This is an optimization exercise on Yosys and OpenROAD, whose aim is small area, a short achievable clock period and few clock cycles, not a production implementation.
Function was checked by simulation only, so behaviour that the tests miss may differ from the original.

==> 02-03 <==
==> flow/design.v <==
`default_nettype none
module muldiv_sequencer #(
  parameter int XLEN = 32
) (
  input  logic            clk,
  input  logic            rst,
  input  logic            start,
  input  logic [2:0]      funct3,
  input  logic [XLEN-1:0] rs1_val,
  input  logic [XLEN-1:0] rs2_val,
  input  logic            flush,
  output logic            stall,
  output logic            busy,
  output logic            done,
  output logic [XLEN-1:0] result
);
  logic        st_mul, st_div;             
  logic [3:0]  cnt;                        
  logic        last;                       
  logic        a_sgn;                      
  logic        b_sgn;                      
  logic        bprev;                      
  logic        x_s, x_ns, x_r, use_c, use_lc, inv;  
  logic [31:0] r1;
  logic [31:0] lc;                         
  logic [31:0] r3;
  logic        qinv;                       
  logic [32:0] s, c;
  logic accept;
  assign accept = start & ~flush & ~busy;
  assign stall  = busy | (start & ~flush);
  logic        is_div, f_sgn, dbz, sa, sb, lt, invq;
  logic [31:0] mag_a, mag_b, inv_a, inv_b;
  logic [5:0]  lza, lzb;
  logic [6:0]  sdiff;
  logic [4:0]  nit;
  logic [63:0] norm;
  assign is_div = funct3[2];
  assign f_sgn  = ~funct3[0];
  assign dbz    = (rs2_val == 32'd0);
  assign sa     = f_sgn & rs1_val[31];
  assign sb     = f_sgn & rs2_val[31];
  assign inv_a  = rs1_val ^ {32{sa}};
  assign inv_b  = rs2_val ^ {32{sb}};
  assign mag_a  = inv_a + {31'd0, sa};
  assign mag_b  = inv_b + {31'd0, sb};
  assign invq   = f_sgn & ~funct3[1] & (rs1_val[31] ^ rs2_val[31]);
  function automatic logic [5:0] lzc32(input logic [31:0] v);
    logic [15:0] v1; logic [1:0] c1 [16];
    logic [7:0]  v2; logic [2:0] c2 [8];
    logic [3:0]  v3; logic [3:0] c3 [4];
    logic [1:0]  v4; logic [4:0] c4 [2];
    for (int i = 0; i < 16; i++) begin
      v1[i] = v[2*i+1] | v[2*i];
      c1[i] = v[2*i+1] ? 2'd0 : (v[2*i] ? 2'd1 : 2'd2);
    end
    for (int i = 0; i < 8; i++) begin
      v2[i] = v1[2*i+1] | v1[2*i];
      c2[i] = v1[2*i+1] ? {1'b0, c1[2*i+1]} : 3'(c1[2*i]) + 3'd2;
    end
    for (int i = 0; i < 4; i++) begin
      v3[i] = v2[2*i+1] | v2[2*i];
      c3[i] = v2[2*i+1] ? {1'b0, c2[2*i+1]} : 4'(c2[2*i]) + 4'd4;
    end
    for (int i = 0; i < 2; i++) begin
      v4[i] = v3[2*i+1] | v3[2*i];
      c4[i] = v3[2*i+1] ? {1'b0, c3[2*i+1]} : 5'(c3[2*i]) + 5'd8;
    end
    lzc32 = v4[1] ? {1'b0, c4[1]} : 6'(c4[0]) + 6'd16;
  endfunction
  assign lza   = sa ? lzc32(~rs1_val) : lzc32(rs1_val);
  assign lzb   = sb ? lzc32(~rs2_val | 32'd1) : lzc32(rs2_val | 32'd1);
  assign sdiff = {1'b0, lzb} - {1'b0, lza} + {6'd0, sa} + 7'd1;
  assign lt    = sdiff[6] | (sdiff == 7'd0);
  assign nit   = 5'((sdiff + 7'd1) >> 1);            
  assign norm  = {mag_a, {32{invq}}} >> {nit, 1'b0};
  localparam int W = 49;
  localparam logic [W-1:0] KFIX = W'(64'h5555_5556) << 16;
  logic [32:0] m_a;
  logic [16:0] y;
  logic [W-1:0] row [10];
  logic        m_asgn, m_bsgn;
  assign last   = busy;
  assign m_asgn = busy ? a_sgn : funct3[1] ^ funct3[0];
  assign m_bsgn = busy ? b_sgn : ~funct3[1] & funct3[0];
  assign m_a    = busy ? {a_sgn & r1[31], r1} : {m_asgn & rs1_val[31], rs1_val};
  assign y      = busy ? {r3[31:16], bprev} : {rs2_val[15:0], 1'b0};
  always_comb begin
    logic        neg, one, two;
    logic [33:0] mag, pr;
    logic [32:0] e;
    for (int j = 0; j < 10; j++) row[j] = '0;
    for (int j = 0; j < 8; j++) begin
      neg = y[2*j+2] & ~(y[2*j+1] & y[2*j]);
      one = y[2*j+1] ^ y[2*j];
      two = (y[2*j+2] & ~y[2*j+1] & ~y[2*j]) | (~y[2*j+2] & y[2*j+1] & y[2*j]);
      mag = ({34{one}} & {m_a[32], m_a}) | ({34{two}} & {m_a, 1'b0});
      pr  = mag ^ {34{neg}};
      row[j]     = row[j] | (W'({~pr[33], pr[32:0]}) << (2 * j));
      row[j + 1] = row[j + 1] | (W'(neg) << (2 * j));
    end
    e = m_a & {33{last & ~b_sgn & r3[31]}};
    row[8] = row[8] | (W'({~e[32] & last, e[31:0]}) << 16);
    row[9] = KFIX & {W{last}};
  end
  function automatic logic [2*W-1:0] csa(input logic [W-1:0] x, y, z);
    logic [W-1:0] sm, cy;
    sm  = x ^ y ^ z;
    cy  = ((x & y) | (x & z) | (y & z)) << 1;
    csa = {sm, cy};
  endfunction
  logic [W-1:0] a0, a1, a2, a3, b0, b1, b2, b3, d0, d1, d2, d3;
  logic [W-1:0] e0, e1, f0, f1, ts, tc;
  assign {a0, a1} = csa(row[0], row[1], row[2]);
  assign {a2, a3} = csa(row[3], row[4], row[5]);
  assign {b0, b1} = csa(row[6], row[7], row[8]);
  assign {b2, b3} = csa(row[9], W'(s) & {W{busy}}, W'(c) & {W{busy}});
  assign {d0, d1} = csa(a0, a1, a2);
  assign {d2, d3} = csa(a3, b0, b1);
  assign {e0, e1} = csa(d0, d1, d2);
  assign {f0, f1} = csa(d3, b2, b3);
  assign {ts, tc} = csa(e0, e1, f0);
  logic [W-1:0] us, uc;
  assign {us, uc} = csa(ts, tc, f1);
  function automatic logic [33:0] hc_add(input logic [32:0] a, b, input logic ci);
    logic [32:0] g, p, gg, pp, pt, gt;
    g  = a & b;
    p  = a ^ b;
    gg = g;
    pp = p;
    gg[0] = g[0] | (p[0] & ci);
    for (int i = 1; i < 33; i += 2) begin
      gg[i] = g[i] | (p[i] & gg[i - 1]);
      pp[i] = p[i] & p[i - 1];
    end
    for (int d = 2; d < 33; d = d * 2) begin
      gt = gg;
      pt = pp;
      for (int i = d + 1; i < 33; i += 2) begin
        gg[i] = gt[i] | (pt[i] & gt[i - d]);
        pp[i] = pt[i] & pt[i - d];
      end
    end
    for (int i = 2; i < 33; i += 2)
      gg[i] = g[i] | (p[i] & gg[i - 1]);
    hc_add = {gg[32], p ^ {gg[31:0], ci}};
  endfunction
  logic [32:0] sh1, sh2, df1, df2;
  logic        q1, q2;
  logic [31:0] rem1, rem2;
  logic [33:0] ad1, ad2;
  assign sh1  = {s[31:0], r3[31]};
  assign ad1  = hc_add(sh1, {1'b1, ~r1}, 1'b1);
  assign df1  = ad1[32:0];
  assign q1   = ad1[33];
  assign rem1 = q1 ? df1[31:0] : sh1[31:0];
  assign sh2  = {rem1, r3[30]};
  assign ad2  = hc_add(sh2, {1'b1, ~r1}, 1'b1);
  assign df2  = ad2[32:0];
  assign q2   = ad2[33];
  assign rem2 = q2 ? df2[31:0] : sh2[31:0];
  logic div_now;    
  assign div_now = dbz | lt;
  always_ff @(posedge clk) begin
    if (rst || flush) begin
      busy   <= 1'b0;
      done   <= 1'b0;
      st_mul <= 1'b0;
      st_div <= 1'b0;
    end else if (accept) begin
      busy   <= ~(is_div & div_now);
      done   <= is_div & div_now;
      st_mul <= ~is_div;
      st_div <= is_div & ~div_now;
    end else begin
      done <= 1'b0;
      if (st_mul || (st_div && cnt == 4'd0)) begin
        st_mul <= 1'b0;
        st_div <= 1'b0;
        busy   <= 1'b0;
        done   <= 1'b1;
      end
    end
  end
  always_ff @(posedge clk) begin
    c         <= uc[W-1:16];
    lc[31:16] <= uc[15:0];
    if (!busy) begin
      a_sgn     <= funct3[1] ^ funct3[0];
      b_sgn     <= ~funct3[1] & funct3[0];
      bprev     <= rs2_val[15];
      cnt       <= 4'(nit - 5'd1);
      lc[15:0]  <= uc[15:0];
      if (!is_div) begin
        x_s    <= funct3[1:0] != 2'b00;
        x_ns   <= 1'b0;
        x_r    <= funct3[1:0] == 2'b00;
        use_c  <= funct3[1:0] != 2'b00;
        use_lc <= funct3[1:0] == 2'b00;
        inv    <= 1'b0;
        qinv   <= 1'b0;
        r1     <= rs1_val;
        s      <= us[W-1:16];
        r3     <= {rs2_val[31:16], us[15:0]};
      end else begin
        x_s    <= funct3[1] & ~div_now & ~(f_sgn & rs1_val[31]);
        x_ns   <= funct3[1] & ~div_now &  (f_sgn & rs1_val[31]);
        x_r    <= ~funct3[1] | div_now;
        use_c  <= 1'b0;
        use_lc <= 1'b0;
        inv    <= ~div_now & f_sgn &
                  (funct3[1] ? rs1_val[31] : rs1_val[31] ^ rs2_val[31]);
        qinv   <= invq;
        r1     <= mag_b;
        s      <= {1'b0, norm[63:32]};
        if (dbz)     r3 <= funct3[1] ? rs1_val : 32'hFFFF_FFFF;
        else if (lt) r3 <= funct3[1] ? rs1_val : 32'd0;
        else         r3 <= norm[31:0];
      end
    end else if (st_mul) begin
      s   <= us[W-1:16];
      r3  <= {us[15:0], r3[15:0]};
      cnt <= cnt - 4'd1;
    end else begin
      s   <= {1'b0, rem2};
      r3  <= {r3[29:0], q1 ^ qinv, q2 ^ qinv};
      cnt <= cnt - 4'd1;
    end
  end
  function automatic logic [31:0] hc_add_lci(input logic [31:0] a, b, input logic ci);
    logic [31:0] g, p, gg, pp, gt, pt, cy;
    g  = a & b;
    p  = a ^ b;
    gg = g;
    pp = p;
    for (int i = 1; i < 32; i += 2) begin
      gg[i] = g[i] | (p[i] & g[i - 1]);
      pp[i] = p[i] & p[i - 1];
    end
    for (int d = 2; d < 32; d = d * 2) begin
      gt = gg;
      pt = pp;
      for (int i = d + 1; i < 32; i += 2) begin
        gg[i] = gt[i] | (pt[i] & gt[i - d]);
        pp[i] = pt[i] & pt[i - d];
      end
    end
    for (int i = 2; i < 32; i += 2) begin
      gg[i] = g[i] | (p[i] & gg[i - 1]);
      pp[i] = p[i] & pp[i - 1];
    end
    cy = {gg[30:0] | (pp[30:0] & {31{ci}}), ci};
    hc_add_lci = p ^ cy;
  endfunction
  function automatic logic carry32(input logic [31:0] a, b);
    logic [31:0] g, p;
    logic [15:0] g1, p1;
    logic [7:0]  g2, p2;
    logic [3:0]  g3, p3;
    logic [1:0]  g4, p4;
    g = a & b;
    p = a | b;
    for (int i = 0; i < 16; i++) begin
      g1[i] = g[2*i+1] | (p[2*i+1] & g[2*i]);
      p1[i] = p[2*i+1] & p[2*i];
    end
    for (int i = 0; i < 8; i++) begin
      g2[i] = g1[2*i+1] | (p1[2*i+1] & g1[2*i]);
      p2[i] = p1[2*i+1] & p1[2*i];
    end
    for (int i = 0; i < 4; i++) begin
      g3[i] = g2[2*i+1] | (p2[2*i+1] & g2[2*i]);
      p3[i] = p2[2*i+1] & p2[2*i];
    end
    for (int i = 0; i < 2; i++) begin
      g4[i] = g3[2*i+1] | (p3[2*i+1] & g3[2*i]);
      p4[i] = p3[2*i+1] & p3[2*i];
    end
    carry32 = g4[1] | (p4[1] & g4[0]);
  endfunction
  logic [31:0] out_x, out_y;
  logic        out_ci;
  assign out_x  = ({32{x_s}} & s[31:0]) | ({32{x_ns}} & ~s[31:0]) | ({32{x_r}} & r3);
  assign out_y  = ({32{use_c}} & c[31:0]) | ({32{use_lc}} & lc);
  assign out_ci = (use_c & carry32(r3, lc)) | inv;
  assign result = hc_add_lci(out_x, out_y, out_ci);
endmodule
`default_nettype wire
==> flow/run.sh <==
#!/bin/bash
# synth_recipe.tcl (not shown) runs the flow's synth.tcl, then flattens the netlist and writes it again
# the make line also repeats each setting of config.mk as NAME=value (left out here)
make -C /OpenROAD-flow-scripts/flow DESIGN_CONFIG=/design/flow/config.mk WORK_HOME=/design/flow/orfs CLKGATE_MAP_FILE= SYNTH_SCRIPT=/design/flow/synth_recipe.tcl finish
==> flow/config.mk <==
export PLATFORM = sky130hd
export DESIGN_NAME = muldiv_sequencer
export DESIGN_NICKNAME = muldiv_sequencer
export VERILOG_FILES = /design/flow/design.v
export SDC_FILE = /design/flow/constraint.sdc
export NUM_CORES = 4
export LEC_CHECK = 0
export CAP_MARGIN = 20
export CORE_MARGIN = 2
export CORE_UTILIZATION = 45
export SETUP_SLACK_MARGIN = 3.8
export SLEW_MARGIN = 20
export TNS_END_PERCENT = 50
==> flow/constraint.sdc <==
create_clock -name core_clock -period 11.0 [get_ports {clk}]
set_input_delay 2.2000 -clock core_clock [delete_from_list [all_inputs] [get_ports {clk}]]
set_output_delay 2.2000 -clock core_clock [all_outputs]
set_load 0.01 [all_outputs]
==> inputs of 11-05, as changes to 02-03 <==
==> flow/design.v (replaced) <==
`default_nettype none
module muldiv_sequencer #(
  parameter int XLEN = 32
) (
  input  logic            clk,
  input  logic            rst,
  input  logic            start,
  input  logic [2:0]      funct3,
  input  logic [XLEN-1:0] rs1_val,
  input  logic [XLEN-1:0] rs2_val,
  input  logic            flush,
  output logic            stall,
  output logic            busy,
  output logic            done,
  output logic [XLEN-1:0] result
);
  logic        st_mul, st_div;             
  logic [3:0]  cnt;                        
  logic        last;                       
  logic        a_sgn;                      
  logic        b_sgn;                      
  logic        bprev;                      
  logic        x_s, x_ns, x_r, use_c, inv;  
  logic [31:0] r1;
  logic [31:0] r3;
  logic        qinv;                       
  logic [32:0] s, c;
  logic        mcy;
  logic accept;
  assign accept = start & ~flush & ~busy;
  assign stall  = busy | (start & ~flush);
  logic        is_div, f_sgn, dbz, sa, sb, lt, invq;
  logic [31:0] mag_a, mag_b, inv_a, inv_b;
  logic [5:0]  lza, lzb;
  logic [6:0]  sdiff;
  logic [4:0]  nit;
  logic [63:0] norm;
  assign is_div = funct3[2];
  assign f_sgn  = ~funct3[0];
  assign dbz    = (rs2_val == 32'd0);
  assign sa     = f_sgn & rs1_val[31];
  assign sb     = f_sgn & rs2_val[31];
  assign inv_a  = rs1_val ^ {32{sa}};
  assign inv_b  = rs2_val ^ {32{sb}};
  assign mag_a  = inv_a + {31'd0, sa};
  assign mag_b  = inv_b + {31'd0, sb};
  assign invq   = f_sgn & ~funct3[1] & (rs1_val[31] ^ rs2_val[31]);
  function automatic logic [5:0] lzc32(input logic [31:0] v);
    logic [15:0] v1; logic [1:0] c1 [16];
    logic [7:0]  v2; logic [2:0] c2 [8];
    logic [3:0]  v3; logic [3:0] c3 [4];
    logic [1:0]  v4; logic [4:0] c4 [2];
    for (int i = 0; i < 16; i++) begin
      v1[i] = v[2*i+1] | v[2*i];
      c1[i] = v[2*i+1] ? 2'd0 : (v[2*i] ? 2'd1 : 2'd2);
    end
    for (int i = 0; i < 8; i++) begin
      v2[i] = v1[2*i+1] | v1[2*i];
      c2[i] = v1[2*i+1] ? {1'b0, c1[2*i+1]} : 3'(c1[2*i]) + 3'd2;
    end
    for (int i = 0; i < 4; i++) begin
      v3[i] = v2[2*i+1] | v2[2*i];
      c3[i] = v2[2*i+1] ? {1'b0, c2[2*i+1]} : 4'(c2[2*i]) + 4'd4;
    end
    for (int i = 0; i < 2; i++) begin
      v4[i] = v3[2*i+1] | v3[2*i];
      c4[i] = v3[2*i+1] ? {1'b0, c3[2*i+1]} : 5'(c3[2*i]) + 5'd8;
    end
    lzc32 = v4[1] ? {1'b0, c4[1]} : 6'(c4[0]) + 6'd16;
  endfunction
  assign lza   = sa ? lzc32(~rs1_val) : lzc32(rs1_val);
  assign lzb   = sb ? lzc32(~rs2_val | 32'd1) : lzc32(rs2_val | 32'd1);
  assign sdiff = {1'b0, lzb} - {1'b0, lza} + {6'd0, sa} + 7'd1;
  assign lt    = sdiff[6] | (sdiff == 7'd0);
  assign nit   = 5'((sdiff + 7'd1) >> 1);            
  assign norm  = {mag_a, {32{invq}}} >> {nit, 1'b0};
  localparam int W = 49;
  localparam logic [W-1:0] KFIX = W'(64'h5555_5556) << 16;
  logic [32:0] m_a;
  logic [16:0] y;
  logic [W-1:0] row [10];
  assign m_a = {a_sgn & r1[31], r1};
  assign y   = {r3[15:0], bprev};
  always_comb begin
    logic        neg, one, two;
    logic [33:0] mag, pr;
    logic [32:0] e;
    for (int j = 0; j < 10; j++) row[j] = '0;
    for (int j = 0; j < 8; j++) begin
      neg = y[2*j+2] & ~(y[2*j+1] & y[2*j]);
      one = y[2*j+1] ^ y[2*j];
      two = (y[2*j+2] & ~y[2*j+1] & ~y[2*j]) | (~y[2*j+2] & y[2*j+1] & y[2*j]);
      mag = ({34{one}} & {m_a[32], m_a}) | ({34{two}} & {m_a, 1'b0});
      pr  = mag ^ {34{neg}};
      row[j]     = row[j] | (W'({~pr[33], pr[32:0]}) << (2 * j));
      row[j + 1] = row[j + 1] | (W'(neg) << (2 * j));
    end
    e = m_a & {33{last & ~b_sgn & r3[15]}};
    row[8] = row[8] | (W'({~e[32] & last, e[31:0]}) << 16);
    row[2] = row[2] | W'(mcy);
    row[9] = KFIX & {W{last}};
  end
  function automatic logic [2*W-1:0] csa(input logic [W-1:0] x, y, z);
    logic [W-1:0] sm, cy;
    sm  = x ^ y ^ z;
    cy  = ((x & y) | (x & z) | (y & z)) << 1;
    csa = {sm, cy};
  endfunction
  logic [W-1:0] a0, a1, a2, a3, b0, b1, b2, b3, d0, d1, d2, d3;
  logic [W-1:0] e0, e1, f0, f1, ts, tc;
  logic [16:0]  lowsum;
  assign {a0, a1} = csa(row[0], row[1], row[2]);
  assign {a2, a3} = csa(row[3], row[4], row[5]);
  assign {b0, b1} = csa(row[6], row[7], row[8]);
  assign {b2, b3} = csa(row[9], W'(s), W'(c));
  assign {d0, d1} = csa(a0, a1, a2);
  assign {d2, d3} = csa(a3, b0, b1);
  assign {e0, e1} = csa(d0, d1, d2);
  assign {f0, f1} = csa(d3, b2, b3);
  assign {ts, tc} = csa(e0, e1, f0);
  logic [W-1:0] us, uc;
  assign {us, uc} = csa(ts, tc, f1);
  assign lowsum   = {1'b0, us[15:0]} + {1'b0, uc[15:0]};
  function automatic logic [33:0] ks_add(input logic [32:0] a, b, input logic ci);
    logic [32:0] g, p, gg, pp, pt, gt;
    g  = a & b;
    p  = a ^ b;
    gg = g;
    pp = p;
    gg[0] = g[0] | (p[0] & ci);
    for (int d = 1; d < 33; d = d * 2) begin
      gt = gg;
      pt = pp;
      for (int i = d; i < 33; i++) begin
        gg[i] = gt[i] | (pt[i] & gt[i - d]);
        pp[i] = pt[i] & pt[i - d];
      end
    end
    ks_add = {gg[32], p ^ {gg[31:0], ci}};
  endfunction
  logic [32:0] sh1, sh2, df1, df2;
  logic        q1, q2;
  logic [31:0] rem1, rem2;
  logic [33:0] ad1, ad2;
  assign sh1  = {s[31:0], r3[31]};
  assign ad1  = ks_add(sh1, {1'b1, ~r1}, 1'b1);
  assign df1  = ad1[32:0];
  assign q1   = ad1[33];
  assign rem1 = q1 ? df1[31:0] : sh1[31:0];
  assign sh2  = {rem1, r3[30]};
  assign ad2  = ks_add(sh2, {1'b1, ~r1}, 1'b1);
  assign df2  = ad2[32:0];
  assign q2   = ad2[33];
  assign rem2 = q2 ? df2[31:0] : sh2[31:0];
  logic div_now;    
  assign div_now = dbz | lt;
  always_ff @(posedge clk) begin
    if (rst || flush) begin
      busy   <= 1'b0;
      done   <= 1'b0;
      st_mul <= 1'b0;
      st_div <= 1'b0;
    end else if (accept) begin
      busy   <= ~(is_div & div_now);
      done   <= is_div & div_now;
      st_mul <= ~is_div;
      st_div <= is_div & ~div_now;
    end else begin
      done <= 1'b0;
      if ((st_mul && last) || (st_div && cnt == 4'd0)) begin
        st_mul <= 1'b0;
        st_div <= 1'b0;
        busy   <= 1'b0;
        done   <= 1'b1;
      end
    end
  end
  always_ff @(posedge clk) begin
    if (accept) begin
      a_sgn <= funct3[1] ^ funct3[0];
      b_sgn <= ~funct3[1] & funct3[0];
      last  <= 1'b0;
      bprev <= 1'b0;
      mcy   <= 1'b0;
      c     <= '0;
      cnt   <= 4'(nit - 5'd1);
      if (!is_div) begin
        x_s   <= funct3[1:0] != 2'b00;
        x_ns  <= 1'b0;
        x_r   <= funct3[1:0] == 2'b00;
        use_c <= funct3[1:0] != 2'b00;
        inv   <= 1'b0;
        qinv  <= 1'b0;
        r1    <= rs1_val;
        s     <= '0;
        r3    <= rs2_val;
      end else begin
        x_s   <= funct3[1] & ~div_now & ~(f_sgn & rs1_val[31]);
        x_ns  <= funct3[1] & ~div_now &  (f_sgn & rs1_val[31]);
        x_r   <= ~funct3[1] | div_now;
        use_c <= 1'b0;
        inv   <= ~div_now & f_sgn &
                 (funct3[1] ? rs1_val[31] : rs1_val[31] ^ rs2_val[31]);
        qinv  <= invq;
        r1    <= mag_b;
        s     <= {1'b0, norm[63:32]};
        if (dbz)     r3 <= funct3[1] ? rs1_val : 32'hFFFF_FFFF;
        else if (lt) r3 <= funct3[1] ? rs1_val : 32'd0;
        else         r3 <= norm[31:0];
      end
    end else begin
      if (st_mul) begin
        s     <= us[W-1:16];
        c     <= uc[W-1:16];
        mcy   <= lowsum[16];
        r3    <= {lowsum[15:0], r3[31:16]};
        bprev <= r3[15];
        last  <= 1'b1;
      end
      if (st_div) begin
        s   <= {1'b0, rem2};
        r3  <= {r3[29:0], q1 ^ qinv, q2 ^ qinv};
        cnt <= cnt - 4'd1;
      end
    end
  end
  logic [31:0] out_x, out_y;
  logic        out_ci;
  assign out_x  = ({32{x_s}} & s[31:0]) | ({32{x_ns}} & ~s[31:0]) | ({32{x_r}} & r3);
  assign out_y  = {32{use_c}} & c[31:0];
  assign out_ci = (use_c & mcy) | inv;
  logic [33:0] out_sum;
  assign out_sum = ks_add({1'b0, out_x}, {1'b0, out_y}, out_ci);
  assign result  = out_sum[31:0];
endmodule
`default_nettype wire
--- a/flow/config.mk
+++ b/flow/config.mk
@@ -7,7 +7,6 @@
 export LEC_CHECK = 0
 export CAP_MARGIN = 20
 export CORE_MARGIN = 2
-export CORE_UTILIZATION = 45
-export SETUP_SLACK_MARGIN = 3.8
+export CORE_UTILIZATION = 40
+export SETUP_SLACK_MARGIN = 5
 export SLEW_MARGIN = 20
-export TNS_END_PERCENT = 50
==> comparison <==
- 02-03 passed the timing, DRC and antenna checks. 11-05 went through all stages and came out clean.
- Clock-buffer cell count: 11-05 is higher than 02-03 (3).
- Between 11-05 and 02-03, the lower non-clock buffer count is in 02-03 (gap 198).
- Of 11-05 and 02-03, 02-03 has the higher sequential share of layout area (gap 1.8 points).
- Of 11-05 and 02-03, 11-05 has the higher area after synthesis (gap about 3.3%, measured against 02-03).
- Of 02-03 and 11-05, 11-05 has the higher fmax (gap about 6%, measured against 11-05).
- Between 11-05 and 02-03, the lower clock skew is in 11-05 (gap 0.0023 ns).
- Global-route usage: 11-05 is lower than 02-03 (1.5 points).
- Against 11-05, the hold slack of 02-03 is worse by 0.040 ns.
==> figures <==
quantity                                                              11-05       02-03
Run status                                         timing/DRC/antenna clean  timing/DRC/antenna clean
Met1 layer wirelength in the final routing                          63.2 mm     61.1 mm
Fraction of area in multi-input gates                                 0.703       0.725
Proportion of netlist area held by the largest area contributor       0.174       0.191
Share of cells above drive strength 1                                 0.234       0.135
Storage cell area                                                 4080 um^2   4240 um^2
Overall track demand over capacity in global routing                  0.390       0.405
Highest cell delay on the worst timing path                         0.69 ns     0.80 ns
Total clock sinks                                                       149         176
Worst hold-check slack                                             0.550 ns    0.510 ns
GP Congestion                                                          1.05        1.05
Quantity of gates resized following cts                                 930         192
Die width                                                            298 um      276 um
Post-synth EDFFs                                                        109          71
Met1 Usage GRT                                                        0.476       0.537
Clock insertion delay at the later pin of the skew report           0.52 ns     0.51 ns
Depth of the most critical reg-to-reg path                               18          25
NonClk Buf Share                                                      0.118      0.0772
Sum of buffers and inverters on the critical path                         8           3
Top flip-flop cell by instance count after synthesis               edfxtp_1     dfxtp_1
Testbench counts of 02-03, summed over its fixed seeds: cycles 12,894.
Testbench counts of 11-05, summed over its fixed seeds: cycles 15,340.

## static timing again, ports no longer ideal
How much do the figures lean on ideal ports? The routed layouts below were timed once more, with nothing changed but the port constraints.
Step 1: set_driving_cell puts a clkbuf_16 on clk and a buf_2 on each other input, an assumption about the parent block.
Step 2 adds t to the input delays and takes it off the output delays; t is the mean of the earliest and latest rising clock arrival at the registers after step 1. Input paths then give back, and output paths get back, about the clock's delay inside the block.
Slacks: ideal / step 1 / step 2; pairs: ideal / step 1.
run | t (ns) | slack for setup (ns) | slew at the worst register clock pin (ns) | cell pins on the clock port's net
02-03 | 0.564 | 3.829 / 3.880 / 3.316 | 0.09 / 0.09 | 1
11-05 | 0.572 | 4.287 / 4.309 / 3.737 | 0.08 / 0.08 | 1
After both steps every run listed still meets setup and hold. For 11-05, which loses most, drivers alone change the setup slack by +0.022 ns; drivers and shift together by -0.550 ns.
